This is an optimization exercise on Yosys and OpenROAD, whose aim is small area, not a production implementation. In this exercise RTL edits were held to simulation tests only and were not proved equivalent to the original. Power is estimated from default activity; no workload was simulated.

Setup of v19:
==> flow/design.v <==
package fetch_pkg;
    typedef struct packed {
        logic [32-1:0] addr;
    } icache_req_t;
    typedef struct packed {
        logic                                   valid;
        logic [2*32-1:0]     data;
    } icache_rsp_t;
    typedef struct packed {
        logic                   valid;
        logic [32-1:0]  inst;
        logic [32-1:0]       pc;
        logic [32-1:0]       npc;
    } fetch_slot_t;
    typedef fetch_slot_t [2-1:0] fetch_packet_t;
endpackage
package predict_pkg;
    typedef enum logic [1:0] {
        CTR_STRONG_NT = 2'd0,
        CTR_WEAK_NT   = 2'd1,
        CTR_WEAK_T    = 2'd2,
        CTR_STRONG_T  = 2'd3
    } counter_t;
    typedef struct packed {
        logic               valid;
        logic [32-1:0]   pc;
        logic               taken;
        logic [32-1:0]   target;
    } resolve_t;
    typedef struct packed {
        logic               hit;
        logic               taken;
        logic [32-1:0]   target;
    } lookup_t;
endpackage
`timescale 1ns/1ns
module btb_entry (
    input  logic        clock,
    input  logic        wr,
    input  logic        hold,
    input  logic [9:0]  wr_tag,
    input  logic [11:0] wr_tgt,
    output logic        valid,
    output logic [9:0]  tag,
    output logic [11:0] tgt
);
    always_ff @(posedge clock) begin
        valid <= wr | (hold & valid);
        tag   <= ({10{wr}} & wr_tag) | ({10{hold}} & tag);
        tgt   <= ({12{wr}} & wr_tgt) | ({12{hold}} & tgt);
    end
endmodule
`timescale 1ns/1ns
module pred_entry (
    input  logic        clock,
    input  logic        wr,
    input  logic        hold,
    input  logic [19:0] wr_data,
    output logic [19:0] data
);
    always_ff @(posedge clock) begin
        data <= ({20{wr}} & wr_data) | ({20{hold}} & data);
    end
endmodule
`timescale 1ns/1ns
module sel_nor3 (
    input  logic [2:0] sel,
    input  logic [2:0] d,
    output logic       y_n
);
    assign y_n = ~|(sel & d);
endmodule
module onehot_read #(
    parameter int N = 2,
    parameter int W = 1
) (
    input  logic [N-1:0]   sel,
    input  logic [N*W-1:0] words,
    output logic [W-1:0]   q
);
    localparam int G = (N + 2) / 3;
    logic [3*G-1:0] sel_p;
    assign sel_p = {{(3*G-N){1'b0}}, sel};
    genvar b, g;
    generate
        for (b = 0; b < W; b++) begin : g_bit
            logic [3*G-1:0] d_p;
            logic [G-1:0]   grp_n;
            for (g = 0; g < N; g++) begin : g_d
                assign d_p[g] = words[g*W + b];
            end
            if (3*G > N) begin : g_pad
                assign d_p[3*G-1:N] = '0;
            end
            for (g = 0; g < G; g++) begin : g_grp
                sel_nor3 u_grp (
                    .sel (sel_p[3*g +: 3]),
                    .d   (d_p[3*g +: 3]),
                    .y_n (grp_n[g])
                );
            end
            assign q[b] = ~&grp_n;
        end
    endgenerate
endmodule
`timescale 1ns/1ns
module fetch_top (
    input  logic         clock,
    input  logic         reset,
    input  logic         if_valid,
    input  logic         take_branch,
    input  logic [31:0]  branch_target,
    input  logic         icache_rsp_valid,
    input  logic [63:0]  icache_rsp_data,
    input  logic         resolve_valid,
    input  logic [31:0]  resolve_pc,
    input  logic         resolve_taken,
    input  logic [31:0]  resolve_target,
    output logic [31:0]  icache_req_addr,
    output logic [1:0]   ib_valid,
    output logic [63:0]  ib_inst,
    output logic [63:0]  ib_pc,
    output logic [63:0]  ib_npc
);
    logic        r_valid;
    logic        r_taken;
    logic [5:0]  r_idx;
    logic [9:0]  r_tag;
    logic [11:0] r_tgt;
    always_ff @(posedge clock) begin
        r_valid <= resolve_valid & ~reset;
        r_taken <= resolve_taken;
        r_idx   <= resolve_pc[7:2];
        r_tag   <= resolve_pc[17:8];
        r_tgt   <= resolve_target[13:2];
    end
    logic [63:0] row;
    logic [63:0] row_hold;
    logic [63:0] btb_wr;
    logic [63:0] btb_hold;
    always_comb begin
        for (int j = 0; j < 64; j++) begin
            row[j]      = r_valid & ~reset & (r_idx == 6'(j));
            row_hold[j] = ~row[j] & ~reset;
            btb_wr[j]   = row[j] & r_taken;
            btb_hold[j] = ~btb_wr[j] & ~reset;
        end
    end
    logic [63:0] btb_v;
    logic [63:0][9:0]  btb_tag;
    logic [63:0][11:0] btb_tgt;
    logic [63:0][2:0]  hist;
    logic [63:0] pbit;
    logic [63:0][15:0] ctr;
    logic [2:0]  u_hist;
    logic [15:0] u_row;
    logic [7:0]  u_hdec;
    logic        u_c1, u_c0, u_n1, u_n0, u_p;
    logic [2:0]  u_hnew;
    logic [15:0] u_col;      
    logic [64*19-1:0] upd_words;
    always_comb begin
        for (int j = 0; j < 64; j++)
            upd_words[j*19 +: 19] = {hist[j], ctr[j]};
    end
    onehot_read #(.N(64), .W(19)) u_upd_read (
        .sel    (row),
        .words  (upd_words),
        .q      ({u_hist, u_row})
    );
    always_comb begin
        for (int h = 0; h < 8; h++)
            u_hdec[h] = (u_hist == 3'(h));
        u_c1 = u_row[2*u_hist+1];
        u_c0 = ~u_row[2*u_hist];
        u_n1 = (u_c1 & u_c0) | (u_c1 & r_taken) | (u_c0 & r_taken);
        u_n0 = (u_c1 & ~u_c0) | (u_c1 & r_taken) | (~u_c0 & r_taken);
        u_hnew = {u_hist[1:0], r_taken};
        u_p = (u_hnew == u_hist) ? u_n1 : u_row[2*u_hnew+1];
        for (int h = 0; h < 8; h++) begin
            u_col[2*h+1] = u_hdec[h] ? u_n1  : u_row[2*h+1];
            u_col[2*h]   = u_hdec[h] ? ~u_n0 : u_row[2*h];
        end
    end
    genvar gj;
    generate
        for (gj = 0; gj < 64; gj++) begin : g_entry
            btb_entry u_btb (
                .clock  (clock),
                .wr     (btb_wr[gj]),
                .hold   (btb_hold[gj]),
                .wr_tag (r_tag),
                .wr_tgt (r_tgt),
                .valid  (btb_v[gj]),
                .tag    (btb_tag[gj]),
                .tgt    (btb_tgt[gj])
            );
            pred_entry u_pred (
                .clock   (clock),
                .wr      (row[gj]),
                .hold    (row_hold[gj]),
                .wr_data ({u_p, u_hnew, u_col}),
                .data    ({pbit[gj], hist[gj], ctr[gj]})
            );
        end
    endgenerate
    logic [29:0] pc;         
    logic [29:0] pc_inc;     
    logic [29:0] pc_fall;    
    logic [4:0]  k_odd, k_even;
    logic [31:0] sel_odd, sel_even;
    logic [23:0] rd_odd, rd_even;    
    logic [32*24-1:0] odd_words, even_words;
    logic [9:0]  tag_even;
    logic        hit_odd, hit_even, tk_odd, tk_even;
    logic        tk0, tk1;
    logic [11:0] tgt0, tgt1;
    logic [29:0] pred_pc;
    logic        accept;
    assign pc_inc  = pc + 30'd1;
    assign pc_fall = pc + 30'd2;
    assign k_odd  = pc[5:1];
    assign k_even = pc[5:1] + 5'(pc[0]);
    always_comb begin
        for (int k = 0; k < 32; k++) begin
            sel_odd[k]  = (k_odd == 5'(k));
            sel_even[k] = (k_even == 5'(k));
        end
        for (int k = 0; k < 32; k++) begin
            even_words[k*24 +: 24] = {btb_v[2*k], pbit[2*k], btb_tag[2*k], btb_tgt[2*k]};
            odd_words[k*24 +: 24]  = {btb_v[2*k+1], pbit[2*k+1], btb_tag[2*k+1], btb_tgt[2*k+1]};
        end
    end
    onehot_read #(.N(32), .W(24)) u_even_read (
        .sel    (sel_even),
        .words  (even_words),
        .q      (rd_even)
    );
    onehot_read #(.N(32), .W(24)) u_odd_read (
        .sel    (sel_odd),
        .words  (odd_words),
        .q      (rd_odd)
    );
    assign tag_even = pc[15:6] + 10'(pc[5:0] == 6'h3f);
    assign hit_odd  = rd_odd[23]  & (rd_odd[21:12]  == pc[15:6]);
    assign hit_even = rd_even[23] & (rd_even[21:12] == tag_even);
    assign tk_odd   = hit_odd  & rd_odd[22];
    assign tk_even  = hit_even & rd_even[22];
    assign tk0  = pc[0] ? tk_odd  : tk_even;
    assign tk1  = pc[0] ? tk_even : tk_odd;
    assign tgt0 = pc[0] ? rd_odd[11:0]  : rd_even[11:0];
    assign tgt1 = pc[0] ? rd_even[11:0] : rd_odd[11:0];
    always_comb begin
        if (tk0)      pred_pc = {pc[29:12], tgt0};
        else if (tk1) pred_pc = {pc_inc[29:12], tgt1};
        else          pred_pc = pc_fall;
    end
    assign accept = if_valid & icache_rsp_valid & ~take_branch;
    always_ff @(posedge clock) begin
        if (reset)            pc <= '0;
        else if (take_branch) pc <= branch_target[31:2];
        else if (accept)      pc <= pred_pc;
    end
    assign icache_req_addr = {pc, 2'b00};
    logic        o_valid;
    logic [63:0] o_inst;
    logic [29:0] o_pc;
    logic        o_tk0, o_tk1;
    logic [11:0] o_tgt1;
    logic [29:0] o_pc1, o_pc2, o_npc0, o_npc1;
    always_ff @(posedge clock) begin
        o_valid <= accept & ~reset;
        o_inst  <= icache_rsp_data;
        o_pc    <= pc;
        o_tk0   <= tk0;
        o_tk1   <= tk1;
        o_tgt1  <= tgt1;
    end
    assign o_pc1  = o_pc + 30'd1;
    assign o_pc2  = o_pc + 30'd2;
    assign o_npc0 = o_tk0 ? pc : o_pc1;
    assign o_npc1 = ~o_tk1 ? o_pc2 : o_tk0 ? {o_pc1[29:12], o_tgt1} : pc;
    assign ib_valid = {o_valid & ~o_tk0, o_valid};
    assign ib_inst  = {64{o_valid}} & o_inst;
    assign ib_pc    = {64{o_valid}} & {o_pc1, 2'b00, o_pc, 2'b00};
    assign ib_npc   = {64{o_valid}} & {o_npc1, 2'b00, o_npc0, 2'b00};
endmodule
export LEC_CHECK = 0
export CAP_MARGIN = 20
export CORE_MARGIN = 2
export CORE_UTILIZATION = 65
export SLEW_MARGIN = 20
export SYNTH_HIERARCHICAL = 1
create_clock -name core_clock -period 12.0 [get_ports {clock}]
standard.sh (not shown) runs the stock make flow with config.mk's settings and CLKGATE_MAP_FILE= SYNTH_SCRIPT=/design/flow/synth_recipe.tcl, a recipe that flattens the netlist after the stock synthesis.
==> flow/flow/run.sh <==
#!/bin/bash
# The standard layout, with single-strength port buffers and a clock
# tree built from larger sink clusters and without dummy loads.
set -euo pipefail
export BUFFER_PORTS_ARGS="-buffer_cell sky130_fd_sc_hd__buf_1"
export CTS_ARGS="-sink_clustering_enable -repair_clock_nets -dont_use_dummy_load -sink_clustering_size 25 -sink_clustering_max_diameter 100"
bash standard.sh > standard_flow.log 2>&1
v19: done, clean on timing, DRC and antenna
### v19 -> v31
- changing CORE_UTILIZATION from 65 to 70
Results
Looking at v19 and v31, the power is a wash.
v31: delay of the slowest cell on the worst path is 0.11 ns lower than what v19 reported.
For setup slack, v19 and v31 come out practically identical.
Comparing v19 against v31, there is no change at all in basic-gate share of the synthesized area counting and, or, nand and nor cells.
Wire: v31 routes less than v19
Status: share of cells above drive strength 1 parity (v19, v31)
Portion of the layout cell area used by non-clock buffers delta (v19 -> v31): insignificant
Fraction of met3 tracks used by global routing, v19 and v31, lower one = v19.
Summary — worst hold slack, v31 relative to v19: higher, by 0.0071 ns.
#### Input delta (v10 over v31)
- a change of CORE_UTILIZATION from 70 to 55
diff --git a/flow/flow/run.sh b/flow/flow/run.sh
--- a/flow/flow/run.sh
+++ b/flow/flow/run.sh
@@ -6 +6 @@
-export CTS_ARGS="-sink_clustering_enable -repair_clock_nets -dont_use_dummy_load -sink_clustering_size 25 -sink_clustering_max_diameter 100"
+export CTS_ARGS="-sink_clustering_enable -repair_clock_nets -dont_use_dummy_load -sink_clustering_size 20 -sink_clustering_max_diameter 100"
==> comparison <==
- v10 | stages: all done | timing, DRC, antenna: all pass
- Cell count: v10 higher than v31
- When v10 is set beside v31, its detailed-route via count turns out to be about 1.5% smaller.
- End point of the critical path: g_entry[37].u_pred.data[1] -> v10, g_entry[50].u_pred.data[13] -> v31
- Going from v31 to v10, sequential power share went down; required time at the worst-slack endpoint went up.
- Looking at v10 and v31, the maximum root-to-sink buffer count is a wash.
- Share of power burned in the clock network: v10 and v31 compared, lower one is v31
- Compare v10 and v31 | detailed-router iteration count before antenna repair higher: v31
Modified inputs, v39 compared to v10
diff --git a/flow/flow/run.sh b/flow/flow/run.sh
--- a/flow/flow/run.sh
+++ b/flow/flow/run.sh
@@ -3 +3,2 @@
-# tree built from larger sink clusters and without dummy loads.
+# tree built from larger sink clusters and without dummy loads; gates off
+# the critical paths are sized down after global routing.
@@ -6,0 +8 @@
+export RECOVER_POWER=100
Findings:
- In v39 relative to v10, met3 wire length had gone up slightly.
- Across both runs, synthesis-to-layout area growth was lower for v39 than for v10.
- Diff v10 -> v39: leakage power summed over all cells lost 2.0%, share of post-route cells with drive strength above 1 decreased 3.1 points, worst setup slack went down, instance count on the critical path has decreased.
- Combinational share of power: v39 < v10
- Average vias per placed instance delta (v10 -> v39): insignificant
- In terms of total routed wirelength, v39 and v10 differ only marginally.
- The fraction of cell area in non-clock buffers number comes out lower for v39 vs v10.
- No crash in v39: every stage finished, but the layout fails its final checks due to capacitance limit, slew limit.

-- re-timing with driven ports --
The results above use ideal ports. As a check the final layouts listed here were re-extracted and re-timed, cells and wires unchanged. Step 1 (the two cells are an assumption about what drives the block):
set clk [get_ports {clock}]
set_driving_cell -lib_cell sky130_fd_sc_hd__clkbuf_16 $clk
set_driving_cell -lib_cell sky130_fd_sc_hd__buf_2 [delete_from_list [all_inputs] $clk]
Step 2 adds t to the input delays and takes it off the output delays; t is the mean of the earliest and latest rising clock arrival at the registers after step 1. Input paths then give back, and output paths get back, about the clock's delay inside the block. Three values: no drivers, after step 1, after step 2; two values: the first two.
| run | t (ns) | slack for setup (ns) | slew at the worst register clock pin (ns) |
|---|---|---|---|
| v19 | 0.903 | 2.427 / 2.486 / 1.583 | 0.11 / 0.11 |
| v31 | 0.870 | 2.429 / 2.496 / 1.626 | 0.11 / 0.11 |
| v10 | 0.906 | 2.719 / 2.798 / 1.892 | 0.09 / 0.09 |
| v39 | 0.915 | 1.392 / 1.470 / 0.554 | 0.09 / 0.09 |
The setup slack of v19, which loses most, moves by +0.059 ns with the drivers and by -0.844 ns with both steps.
